Background: an optimization exercise with open tools, aiming at small area. Do not read the settings as production practice. At most, simulation tests tie the RTL to the original design; equivalence was not proved.

==> 04-12 <==
Design matmul_sequencer, start of the top module:
module matmul_sequencer (
  input  logic       clk,
  input  logic       rst,
  input  logic       rx_valid,
  input  logic [7:0] rx_data,
  output logic [7:0] tx_data,
  output logic       tx_valid,
  input  logic       tx_ready,
  output logic       busy,
  output logic       done,
  output logic       err
);
==> module matmul_sequencer, before the edit <==
module matmul_sequencer (
  input  logic       clk,
  input  logic       rst,
  input  logic       rx_valid,
  input  logic [7:0] rx_data,
  output logic [7:0] tx_data,
  output logic       tx_valid,
  input  logic       tx_ready,
  output logic       busy,
  output logic       done,
  output logic       err
);
  localparam logic [2:0] HDR   = 3'd0;
  localparam logic [2:0] LDA   = 3'd1;
  localparam logic [2:0] LDB   = 3'd2;
  localparam logic [2:0] FLUSH = 3'd3;
  localparam logic [2:0] CAPA  = 3'd4;
  localparam logic [2:0] CAPB  = 3'd5;
  localparam logic [2:0] MUL   = 3'd6;
  localparam logic [2:0] SEND  = 3'd7;
  logic [2:0]    st_q;
  logic [1:0]    bcnt_q, hcnt_q;
  logic [1:0]    m_q, n_q, p_q;       
  logic [1:0]    i_q, j_q, k_q;
  logic [4:0]    ph_q;                
  logic [4:0]    pslot_q;             
  logic          pend_q;
  logic          done_q, err_q;
  logic [31:0]   x_q, acc_q;
  logic [1023:0] ring_q;
  logic        loading, wdone, dim_ok;
  logic [31:0] word_d, tap;
  logic [4:0]  ins_pos, tap_slot, a_slot, b_slot;
  logic        tap_a, tap_b, ybit;
  logic [4:0]  b_pos;
  assign loading = (st_q == HDR) || (st_q == LDA) || (st_q == LDB);
  assign wdone   = loading && rx_valid && (bcnt_q == 2'd3);
  assign word_d  = {acc_q[23:0], rx_data};
  assign dim_ok  = (acc_q[23:0] == 24'd0) && (rx_data != 8'd0) &&
                   (rx_data <= 8'd4);
  assign a_slot   = {1'b0, i_q, k_q};
  assign b_slot   = {1'b1, k_q, j_q};
  assign tap      = ring_q[1023:992];
  assign tap_slot = ~ph_q;
  assign tap_a    = (tap_slot == a_slot);
  assign tap_b    = (tap_slot == b_slot);
  assign ins_pos  = pslot_q + ph_q + 5'd1;
  assign b_pos    = b_slot + ph_q;
  always_comb begin
    ybit = 1'b0;
    for (int q = 0; q < 32; q++)
      if (b_pos == 5'(q)) ybit = ring_q[33*q];
  end
  always_ff @(posedge clk) begin
    for (int q = 0; q < 32; q++) begin
      if ((q % 4) == 0 && pend_q && ins_pos == 5'(q))
        ring_q[32*q +: 32] <= x_q;
      else
        ring_q[32*q +: 32] <= ring_q[32*((q+31)%32) +: 32];
    end
  end
  always_ff @(posedge clk) begin
    if (st_q == MUL)
      acc_q <= acc_q + (ybit ? x_q : 32'd0);
    else if ((loading && rx_valid) || st_q == FLUSH ||
             (st_q == SEND && tx_ready))
      acc_q <= {acc_q[23:0], loading ? rx_data : 8'd0};
  end
  always_ff @(posedge clk) begin
    if ((st_q == LDA || st_q == LDB) && wdone)
      x_q <= word_d;
    else if (st_q == CAPA && tap_a)
      x_q <= tap;
    else if (st_q == MUL)
      x_q <= {x_q[30:0], 1'b0};
  end
  always_ff @(posedge clk) begin
    ph_q <= ph_q + 5'd1;
    if (st_q == HDR && wdone && dim_ok) begin
      case (hcnt_q)
        2'd0:    m_q <= rx_data[1:0] - 2'd1;
        2'd1:    n_q <= rx_data[1:0] - 2'd1;
        default: p_q <= rx_data[1:0] - 2'd1;
      endcase
    end
    if (st_q == LDA && wdone)
      pslot_q <= a_slot;
    if (st_q == LDB && wdone)
      pslot_q <= b_slot;
  end
  always_ff @(posedge clk or posedge rst) begin
    if (rst) begin
      st_q    <= HDR;
      bcnt_q  <= '0;
      hcnt_q  <= '0;
      i_q     <= '0;
      j_q     <= '0;
      k_q     <= '0;
      pend_q  <= 1'b0;
      done_q  <= 1'b0;
      err_q   <= 1'b0;
    end else begin
      done_q <= 1'b0;
      err_q  <= 1'b0;
      if (pend_q && ins_pos[1:0] == 2'd0)
        pend_q <= 1'b0;
      if (loading && rx_valid)
        bcnt_q <= bcnt_q + 2'd1;
      case (st_q)
        HDR: if (wdone) begin
          if (!dim_ok) begin
            err_q  <= 1'b1;
            hcnt_q <= '0;
          end else begin
            hcnt_q <= hcnt_q + 2'd1;
            if (hcnt_q == 2'd2) begin
              st_q   <= LDA;
              hcnt_q <= '0;
            end
          end
        end
        LDA: if (wdone) begin
          pend_q  <= 1'b1;
          if (k_q == n_q) begin
            k_q <= '0;
            if (i_q == m_q) begin
              st_q <= LDB;
              i_q  <= '0;
            end else begin
              i_q <= i_q + 2'd1;
            end
          end else begin
            k_q <= k_q + 2'd1;
          end
        end
        LDB: if (wdone) begin
          pend_q  <= 1'b1;
          if (j_q == p_q) begin
            j_q <= '0;
            if (k_q == n_q) begin
              st_q <= FLUSH;
              k_q  <= '0;
            end else begin
              k_q <= k_q + 2'd1;
            end
          end else begin
            j_q <= j_q + 2'd1;
          end
        end
        FLUSH: begin
          bcnt_q <= bcnt_q + 2'd1;
          if (bcnt_q == 2'd3)
            st_q <= CAPA;
        end
        CAPA: if (tap_a) begin
          st_q <= CAPB;
        end
        CAPB: if (tap_b) begin
          st_q <= MUL;
        end
        MUL: begin
          if (tap_b) begin
            if (k_q == n_q)
              st_q <= SEND;
            else begin
              k_q  <= k_q + 2'd1;
              st_q <= CAPA;
            end
          end
        end
        SEND: if (tx_ready) begin
          bcnt_q <= bcnt_q + 2'd1;
          if (bcnt_q == 2'd3) begin
            k_q  <= '0;
            st_q <= CAPA;
            if (j_q == p_q) begin
              j_q <= '0;
              if (i_q == m_q) begin
                i_q    <= '0;
                st_q   <= HDR;
                done_q <= 1'b1;
              end else begin
                i_q <= i_q + 2'd1;
              end
            end else begin
              j_q <= j_q + 2'd1;
            end
          end
        end
        default: st_q <= HDR;
      endcase
    end
  end
  assign tx_data  = acc_q[31:24];
  assign tx_valid = (st_q == SEND);
  assign busy     = st_q[2] || (st_q == FLUSH);
  assign done     = done_q;
  assign err      = err_q;
endmodule
clock: 11.0 ns
lec_check: 0
cap_margin: 20
core_margin: 2
core_utilization: 60
cts_buf_list: sky130_fd_sc_hd__clkbuf_16
cts_cluster_diameter: 60
cts_cluster_size: 36
place_density: 0.8
slew_margin: 20
run.sh (not shown) runs the stock make flow with config.mk's settings and CLKGATE_MAP_FILE= SYNTH_SCRIPT=/design/flow/synth_recipe.tcl, a recipe that flattens the netlist after the stock synthesis.
==> 02-05: changes against 04-12 <==
--- a/flow/design.v
+++ b/flow/design.v
@@ -26,13 +26,12 @@
   logic [4:0]    pslot_q;             
   logic          pend_q;
   logic          done_q, err_q;
-  logic [31:0]   x_q, acc_q;
+  logic [31:0]   x_q, y_q, acc_q;
   logic [1023:0] ring_q;
   logic        loading, wdone, dim_ok;
   logic [31:0] word_d, tap;
   logic [4:0]  ins_pos, tap_slot, a_slot, b_slot;
-  logic        tap_a, tap_b, ybit;
-  logic [4:0]  b_pos;
+  logic        tap_a, tap_b;
   assign loading = (st_q == HDR) || (st_q == LDA) || (st_q == LDB);
   assign wdone   = loading && rx_valid && (bcnt_q == 2'd3);
   assign word_d  = {acc_q[23:0], rx_data};
@@ -45,12 +44,6 @@
   assign tap_a    = (tap_slot == a_slot);
   assign tap_b    = (tap_slot == b_slot);
   assign ins_pos  = pslot_q + ph_q + 5'd1;
-  assign b_pos    = b_slot + ph_q;
-  always_comb begin
-    ybit = 1'b0;
-    for (int q = 0; q < 32; q++)
-      if (b_pos == 5'(q)) ybit = ring_q[33*q];
-  end
   always_ff @(posedge clk) begin
     for (int q = 0; q < 32; q++) begin
       if ((q % 4) == 0 && pend_q && ins_pos == 5'(q))
@@ -61,7 +54,7 @@
   end
   always_ff @(posedge clk) begin
     if (st_q == MUL)
-      acc_q <= acc_q + (ybit ? x_q : 32'd0);
+      acc_q <= acc_q + (y_q[0] ? x_q : 32'd0);
     else if ((loading && rx_valid) || st_q == FLUSH ||
              (st_q == SEND && tx_ready))
       acc_q <= {acc_q[23:0], loading ? rx_data : 8'd0};
@@ -75,33 +68,31 @@
       x_q <= {x_q[30:0], 1'b0};
   end
   always_ff @(posedge clk) begin
-    ph_q <= ph_q + 5'd1;
-    if (st_q == HDR && wdone && dim_ok) begin
-      case (hcnt_q)
-        2'd0:    m_q <= rx_data[1:0] - 2'd1;
-        2'd1:    n_q <= rx_data[1:0] - 2'd1;
-        default: p_q <= rx_data[1:0] - 2'd1;
-      endcase
-    end
-    if (st_q == LDA && wdone)
-      pslot_q <= a_slot;
-    if (st_q == LDB && wdone)
-      pslot_q <= b_slot;
+    if (st_q == CAPB && tap_b)
+      y_q <= tap;
+    else
+      y_q <= {1'b0, y_q[31:1]};
   end
   always_ff @(posedge clk or posedge rst) begin
     if (rst) begin
       st_q    <= HDR;
       bcnt_q  <= '0;
       hcnt_q  <= '0;
+      m_q     <= '0;
+      n_q     <= '0;
+      p_q     <= '0;
       i_q     <= '0;
       j_q     <= '0;
       k_q     <= '0;
+      ph_q    <= '0;
+      pslot_q <= '0;
       pend_q  <= 1'b0;
       done_q  <= 1'b0;
       err_q   <= 1'b0;
     end else begin
       done_q <= 1'b0;
       err_q  <= 1'b0;
+      ph_q   <= ph_q + 5'd1;
       if (pend_q && ins_pos[1:0] == 2'd0)
         pend_q <= 1'b0;
       if (loading && rx_valid)
@@ -112,6 +103,11 @@
             err_q  <= 1'b1;
             hcnt_q <= '0;
           end else begin
+            case (hcnt_q)
+              2'd0:    m_q <= rx_data[1:0] - 2'd1;
+              2'd1:    n_q <= rx_data[1:0] - 2'd1;
+              default: p_q <= rx_data[1:0] - 2'd1;
+            endcase
             hcnt_q <= hcnt_q + 2'd1;
             if (hcnt_q == 2'd2) begin
               st_q   <= LDA;
@@ -121,6 +117,7 @@
         end
         LDA: if (wdone) begin
           pend_q  <= 1'b1;
+          pslot_q <= a_slot;
           if (k_q == n_q) begin
             k_q <= '0;
             if (i_q == m_q) begin
@@ -135,6 +132,7 @@
         end
         LDB: if (wdone) begin
           pend_q  <= 1'b1;
+          pslot_q <= b_slot;
           if (j_q == p_q) begin
             j_q <= '0;
             if (k_q == n_q) begin
Settings changed: CORE_UTILIZATION 60 to 40, CTS_BUF_LIST sky130_fd_sc_hd__clkbuf_16 to not set, CTS_CLUSTER_DIAMETER 60 to not set, CTS_CLUSTER_SIZE 36 to not set, PLACE_DENSITY 0.8 to 0.6.
==> 03-19: changes against 04-12 <==
--- a/flow/design.v
+++ b/flow/design.v
@@ -33,6 +33,9 @@
   logic [4:0]  ins_pos, tap_slot, a_slot, b_slot;
   logic        tap_a, tap_b, ybit;
   logic [4:0]  b_pos;
+  logic [7:0]  ins_q, insn_q;
+  logic        pend_d;
+  logic [4:0]  pslot_d, ins_pos_d;
   assign loading = (st_q == HDR) || (st_q == LDA) || (st_q == LDB);
   assign wdone   = loading && rx_valid && (bcnt_q == 2'd3);
   assign word_d  = {acc_q[23:0], rx_data};
@@ -40,7 +43,7 @@
                    (rx_data <= 8'd4);
   assign a_slot   = {1'b0, i_q, k_q};
   assign b_slot   = {1'b1, k_q, j_q};
-  assign tap      = ring_q[1023:992];
+  assign tap      = ~ring_q[1023:992];
   assign tap_slot = ~ph_q;
   assign tap_a    = (tap_slot == a_slot);
   assign tap_b    = (tap_slot == b_slot);
@@ -49,22 +52,59 @@
   always_comb begin
     ybit = 1'b0;
     for (int q = 0; q < 32; q++)
-      if (b_pos == 5'(q)) ybit = ring_q[33*q];
+      if (b_pos == 5'(q)) ybit = ring_q[33*q] ^ b_pos[2];
   end
   always_ff @(posedge clk) begin
     for (int q = 0; q < 32; q++) begin
-      if ((q % 4) == 0 && pend_q && ins_pos == 5'(q))
-        ring_q[32*q +: 32] <= x_q;
+      if ((q % 4) == 0)
+        ring_q[32*q +: 32] <= ~(((((q / 4) % 2) == 1 ? x_q : ~x_q) |
+                                 {32{insn_q[q/4]}}) &
+                                (ring_q[32*((q+31)%32) +: 32] |
+                                 {32{ins_q[q/4]}}));
       else
         ring_q[32*q +: 32] <= ring_q[32*((q+31)%32) +: 32];
     end
   end
-  always_ff @(posedge clk) begin
-    if (st_q == MUL)
-      acc_q <= acc_q + (ybit ? x_q : 32'd0);
-    else if ((loading && rx_valid) || st_q == FLUSH ||
-             (st_q == SEND && tx_ready))
+  always_comb begin
+    pend_d = pend_q && (ins_pos[1:0] != 2'd0);
+    pslot_d = pslot_q;
+    if ((st_q == LDA || st_q == LDB) && wdone) begin
+      pend_d  = 1'b1;
+      pslot_d = (st_q == LDA) ? a_slot : b_slot;
+    end
+    ins_pos_d = pslot_d + ph_q + 5'd2;
+  end
+  always_ff @(posedge clk) begin
+    for (int g = 0; g < 8; g++) begin
+      ins_q[g]  <= pend_d && (ins_pos_d == 5'(4*g));
+      insn_q[g] <= !(pend_d && (ins_pos_d == 5'(4*g)));
+    end
+  end
+  logic [31:0] addend;
+  logic [16:0] sum_lo;
+  logic [15:0] sum_hi;
+  logic        shift8, cy_q;
+  assign shift8 = (loading && rx_valid) || st_q == FLUSH ||
+                  (st_q == SEND && tx_ready);
+  assign addend = (st_q == MUL && ybit) ? x_q : 32'd0;
+  logic [32:0] cc;
+  logic [31:0] ss;
+  always_comb begin
+    cc[0] = 1'b0;
+    for (int b = 0; b < 32; b++) begin
+      logic ci;
+      ci = (b == 16) ? cy_q : cc[b];
+      ss[b]   = acc_q[b] ^ addend[b] ^ ci;
+      cc[b+1] = (acc_q[b] & addend[b]) | (acc_q[b] & ci) | (addend[b] & ci);
+    end
+  end
+  assign sum_lo = {cc[16], ss[15:0]};
+  assign sum_hi = ss[31:16];
+  always_ff @(posedge clk) begin
+    if (shift8)
       acc_q <= {acc_q[23:0], loading ? rx_data : 8'd0};
+    else
+      acc_q <= {sum_hi, sum_lo[15:0]};
   end
   always_ff @(posedge clk) begin
     if ((st_q == LDA || st_q == LDB) && wdone)
@@ -75,7 +115,6 @@
       x_q <= {x_q[30:0], 1'b0};
   end
   always_ff @(posedge clk) begin
-    ph_q <= ph_q + 5'd1;
     if (st_q == HDR && wdone && dim_ok) begin
       case (hcnt_q)
         2'd0:    m_q <= rx_data[1:0] - 2'd1;
@@ -83,10 +122,7 @@
         default: p_q <= rx_data[1:0] - 2'd1;
       endcase
     end
-    if (st_q == LDA && wdone)
-      pslot_q <= a_slot;
-    if (st_q == LDB && wdone)
-      pslot_q <= b_slot;
+    pslot_q <= pslot_d;
   end
   always_ff @(posedge clk or posedge rst) begin
     if (rst) begin
@@ -99,7 +135,11 @@
       pend_q  <= 1'b0;
       done_q  <= 1'b0;
       err_q   <= 1'b0;
+      ph_q    <= '0;
+      cy_q    <= 1'b0;
     end else begin
+      cy_q   <= !shift8 && sum_lo[16];
+      ph_q   <= ph_q + 5'd1;
       done_q <= 1'b0;
       err_q  <= 1'b0;
       if (pend_q && ins_pos[1:0] == 2'd0)
@@ -159,7 +199,7 @@
           st_q <= MUL;
         end
         MUL: begin
-          if (tap_b) begin
+          if (x_q == 32'd0) begin
             if (k_q == n_q)
               st_q <= SEND;
             else begin
Settings changed: CTS_CLUSTER_DIAMETER 60 to 55, CTS_CLUSTER_SIZE 36 to 34.
==> out/metrics.csv <==
stage;metric;value;unit
yosys;yosys.cell_types.count;79;
routing;vias_per_cell;4.59;
setup_path;cp.buffers_inverters;2;
grt;grt_met2_usage;21.2;%
status;status;finished clean;
floorplan;die_y;287;um
The numbers above come from 02-05.

==> out/metrics.csv <==
stage;metric;value;unit
routing;m1WireLength;25.8;mm
status;status;finished clean;
routing;vias_per_cell;5.25;
sta;fin_crit_sh;56.1;%
yosys;yosys.cell_types.count;74;
grt;via_count_of_the_first_global_routing_pass;14800;
floorplan;die_y;230;um
setup_path;cp.buffers_inverters;0;
grt;grt_met2_usage;32.0;%
The numbers above come from 04-12.

==> out/metrics.csv <==
stage;metric;value;unit
routing;vias_per_cell;5.59;
status;status;finished clean;
floorplan;die_y;224;um
setup_path;cp.buffers_inverters;2;
yosys;yosys.cell_types.count;57;
The numbers above come from 03-19.

Only the layout flow was run in 04-12; the RTL was not checked for function there.

port drivers added, routing unchanged:
No port has a modelled driver above. Below, the same layouts with a new extraction and two added sets of constraints. Step 1 (the two cells are an assumption about what drives the block):
set clk [get_ports {clk}]
set_driving_cell -lib_cell sky130_fd_sc_hd__clkbuf_16 $clk
set_driving_cell -lib_cell sky130_fd_sc_hd__buf_2 [delete_from_list [all_inputs] $clk]
Step 2 moves the port delays by t, midway between the first and last clock arrival at a register: inputs arrive t later, outputs are due t later. That takes back most of the time a late clock gives input paths. a / b / c = ideal ports / drivers / drivers and shift; a / b = the first two.
| run | t (ns) | setup WS [ns] | clock arrival spread, ns |
|---|---|---|---|
| 04-12 | 0.674 | 4.833 / 4.833 / 4.833 | 0.048 / 0.048 |
| 02-05 | 0.712 | 6.041 / 5.978 / 5.737 | 0.047 / 0.047 |
| 03-19 | 0.671 | 0.576 / 0.576 / 0.576 | 0.051 / 0.051 |
After both steps every run listed still meets setup and hold. The setup slack of 02-05, which loses most, moves by -0.063 ns with the drivers and by -0.304 ns with both steps.
